Context: an optimization exercise on an open-source flow, tuned for small area, a short achievable clock period and few clock cycles per item. The choices shown serve that exercise and are no tape-out recipe.
The RTL was checked by simulation tests, not by an equivalence proof against the original design.

== lagoon ==
Design fullcon_seq_mac, start of the top module:
module fullcon_seq_mac #(
   parameter int DEPTH_IN     = 12,
   parameter int N_OUT        = 4,
   parameter int LANES        = 12,
   parameter int WIDTH_DATA   = 16,
   parameter int WIDTH_KERNEL = 8,
   parameter int RELU_EN      = 0
) (
   input  logic                                   clk,
   input  logic                                   rst,
   input  logic                                   in_valid,
   output logic                                   in_ready,
   input  logic [WIDTH_DATA*DEPTH_IN-1:0]         data_in,
   input  logic [WIDTH_KERNEL*DEPTH_IN*N_OUT-1:0] kernel_in,
   input  logic [(WIDTH_DATA+WIDTH_KERNEL+$clog2(DEPTH_IN)+1)*N_OUT-1:0] bias_in,
   output logic                                   out_valid,
   input  logic                                   out_ready,
   output logic [WIDTH_DATA+WIDTH_KERNEL+$clog2(DEPTH_IN):0] data_o,
   output logic [((N_OUT > 1) ? $clog2(N_OUT) : 1)-1:0] out_idx,
   output logic                                   out_last
);
Size in the first run: roughly 7000 cells after synthesis, roughly 1200 flip-flops, roughly 730 I/O pins, roughly 77000 um^2 of cells after synthesis.
Settings: LEC_CHECK=0, CAP_MARGIN=40, CORE_MARGIN=2, CORE_UTILIZATION=40, SLEW_MARGIN=65; clock period 12.0 ns.
standard.sh (not shown) runs the stock make flow with config.mk's settings and CLKGATE_MAP_FILE= SYNTH_SCRIPT=/design/flow/synth_recipe.tcl, a recipe that flattens the netlist after the stock synthesis.
==> flow/flow/run.sh <==
#!/bin/bash
set -euo pipefail
export BUFFER_PORTS_ARGS="-buffer_cell sky130_fd_sc_hd__buf_1"
bash standard.sh finish > standard.log 2>&1
Testbench counts of lagoon, summed over its fixed seeds: cycles 1,568, items 1,536.
Modified inputs, indigo compared to lagoon
--- a/flow/design.v
+++ b/flow/design.v
@@ -28,90 +28,96 @@
    logic [3:1][11:0][7:0]  kern_q;      
    logic [3:0][WA-1:0]     bias_q;      
    logic                   vld_q;       
    logic [1:0]             n_q;         
    logic [S:0]             pv_q;        
    logic [QD-1:0][WA-1:0]  q_q;         
    logic [QD-1:0]          qt_q;        
    logic [QD-1:0]          ot_q;        
    logic                   ov_q;        
    logic [1:0]             oi_q;        
    logic issue, accept, last_n, pop, push;
    logic issue_q, in_ready_q;           
+   logic ld_n_q;                        
    logic vld_nx, room_nopop, room_pop, room_d, last_nx;
    logic [QD-1:0] ot_nopop, ot_pop, qt_nopop, qt_pop;
    assign last_n   = (n_q == 2'd3);
    assign issue    = issue_q;
    assign in_ready = in_ready_q;
    assign accept   = in_valid && in_ready;
    assign pop      = ov_q && out_ready;
    assign pv_q[0]  = issue;
    assign push     = pv_q[S];
    assign vld_nx     = vld_q && !(issue && last_n);              
    assign last_nx    = ((n_q + 2'(issue)) == 2'd3);
    assign room_nopop = issue ? !ot_q[QD-2] : !ot_q[QD-1];        
    assign room_pop   = issue ? !ot_q[QD-1] : 1'b1;               
    assign room_d     = pop ? room_pop : room_nopop;
    assign ot_nopop   = issue ? {ot_q[QD-2:0], 1'b1} : ot_q;
    assign ot_pop     = issue ? ot_q : {1'b0, ot_q[QD-1:1]};
    assign qt_nopop   = push ? {qt_q[QD-2:0], 1'b1} : qt_q;
    assign qt_pop     = push ? qt_q : {1'b0, qt_q[QD-1:1]};
    always_ff @(posedge clk) begin
       if (rst) begin
          vld_q      <= 1'b0;
          n_q        <= 2'd0;
          issue_q    <= 1'b0;
          in_ready_q <= 1'b1;
+         ld_n_q     <= 1'b0;
          ot_q       <= '0;
       end else begin
          ot_q <= pop ? ot_pop : ot_nopop;
          if (accept) begin
             vld_q      <= 1'b1;
             n_q        <= 2'd0;
             issue_q    <= room_d;
             in_ready_q <= 1'b0;
+            ld_n_q     <= 1'b1;
          end else begin
             vld_q      <= vld_nx;
             n_q        <= n_q + 2'(issue);
             issue_q    <= vld_nx && room_d;
             in_ready_q <= !vld_nx || (last_nx && room_d);
+            ld_n_q     <= !(!vld_nx || (last_nx && room_d));
          end
       end
    end
    logic [11:0][7:0] hd_w;      
    logic [11:0][3:0] hd_one, hd_two, hd_neg;
-   assign hd_w = accept ? kernel_in[95:0] : kern_q[1];
+   logic ld;
+   assign ld   = !ld_n_q;
+   assign hd_w = ld ? kernel_in[95:0] : kern_q[1];
    always_comb begin
       for (int i = 0; i < 12; i++) begin
          for (int k = 0; k < 4; k++) begin
             logic w2, w1, w0;
             w2 = hd_w[i][2*k+1];
             w1 = hd_w[i][2*k];
             w0 = (k == 0) ? 1'b0 : hd_w[i][2*k-1];
             hd_one[i][k] = w1 ^ w0;
             hd_two[i][k] = (w2 & ~w1 & ~w0) | (~w2 & w1 & w0);
             hd_neg[i][k] = w2;
          end
       end
    end
    always_ff @(posedge clk) begin
-      if (accept) data_q <= data_in;
+      if (ld) data_q <= data_in;
    end
    always_ff @(posedge clk) begin
-      if (accept || issue) begin
+      if (ld || issue) begin
          hd_one_q <= hd_one;
          hd_two_q <= hd_two;
          hd_neg_q <= hd_neg;
       end
-      if (accept) begin
+      if (ld) begin
          kern_q <= kernel_in[383:96];
          bias_q <= bias_in;
       end else if (issue) begin
          kern_q[1] <= kern_q[2];
          kern_q[2] <= kern_q[3];
          for (int n = 0; n < 3; n++) bias_q[n] <= bias_q[n+1];
       end
    end
    logic [11:0][16:0] xs;
    logic [11:0][3:0]  b_one, b_two, b_neg;
    logic [WA-1:0]     bias0;
    always_comb begin
### Flow results
Relative to lagoon, the final period utilization of indigo is lower by 5.0 points.
Side by side, number of distinct standard cells referenced by the synthesized netlist turned out higher in indigo than in lagoon.
Summary of indigo over lagoon: peak per-stage delay on the critical path went down; routed wirelength normalized by instance count went up.
Looking at routed wire length, indigo sits 10000 um below lagoon.
Changes observed in indigo relative to lagoon: portion of netlist area occupied by mux cells increased 4.7 points, relative slew slack decreased 6.8 points, fmax increased 15%, area share of fa/ha/maj cells after synthesis essentially unchanged.
Testbench counts of indigo, summed over its fixed seeds: cycles 1,568, items 1,536.

[separate check: timing with driven ports]
No port has a modelled driver above. Below, the same layouts with a new extraction and two added sets of constraints. Step 1 (the two cells are an assumption about what drives the block):
set clk [get_ports {clk}]
set_driving_cell -lib_cell sky130_fd_sc_hd__clkbuf_16 $clk
set_driving_cell -lib_cell sky130_fd_sc_hd__buf_2 [delete_from_list [all_inputs] $clk]
Step 2 also shifts input and output timing later by t, the mid clock arrival at the registers, as if the neighbouring blocks saw the same clock. Three values: no drivers, after step 1, after step 2; two values: the first two.
run | t (ns) | setup WS [ns] | worst setup path after step 2 | clock arrival spread, ns | worst data-port slew with drivers (ns)
lagoon | 0.896 | 7.499 / 7.576 / 6.680 | input to register | 0.054 / 0.054 | 0.19
indigo | 0.883 | 8.096 / 8.016 / 7.635 | input to register | 0.043 / 0.043 | 0.09
After both steps every run listed still meets setup and hold. The setup slack of lagoon, which loses most, moves by +0.077 ns with the drivers and by -0.819 ns with both steps.
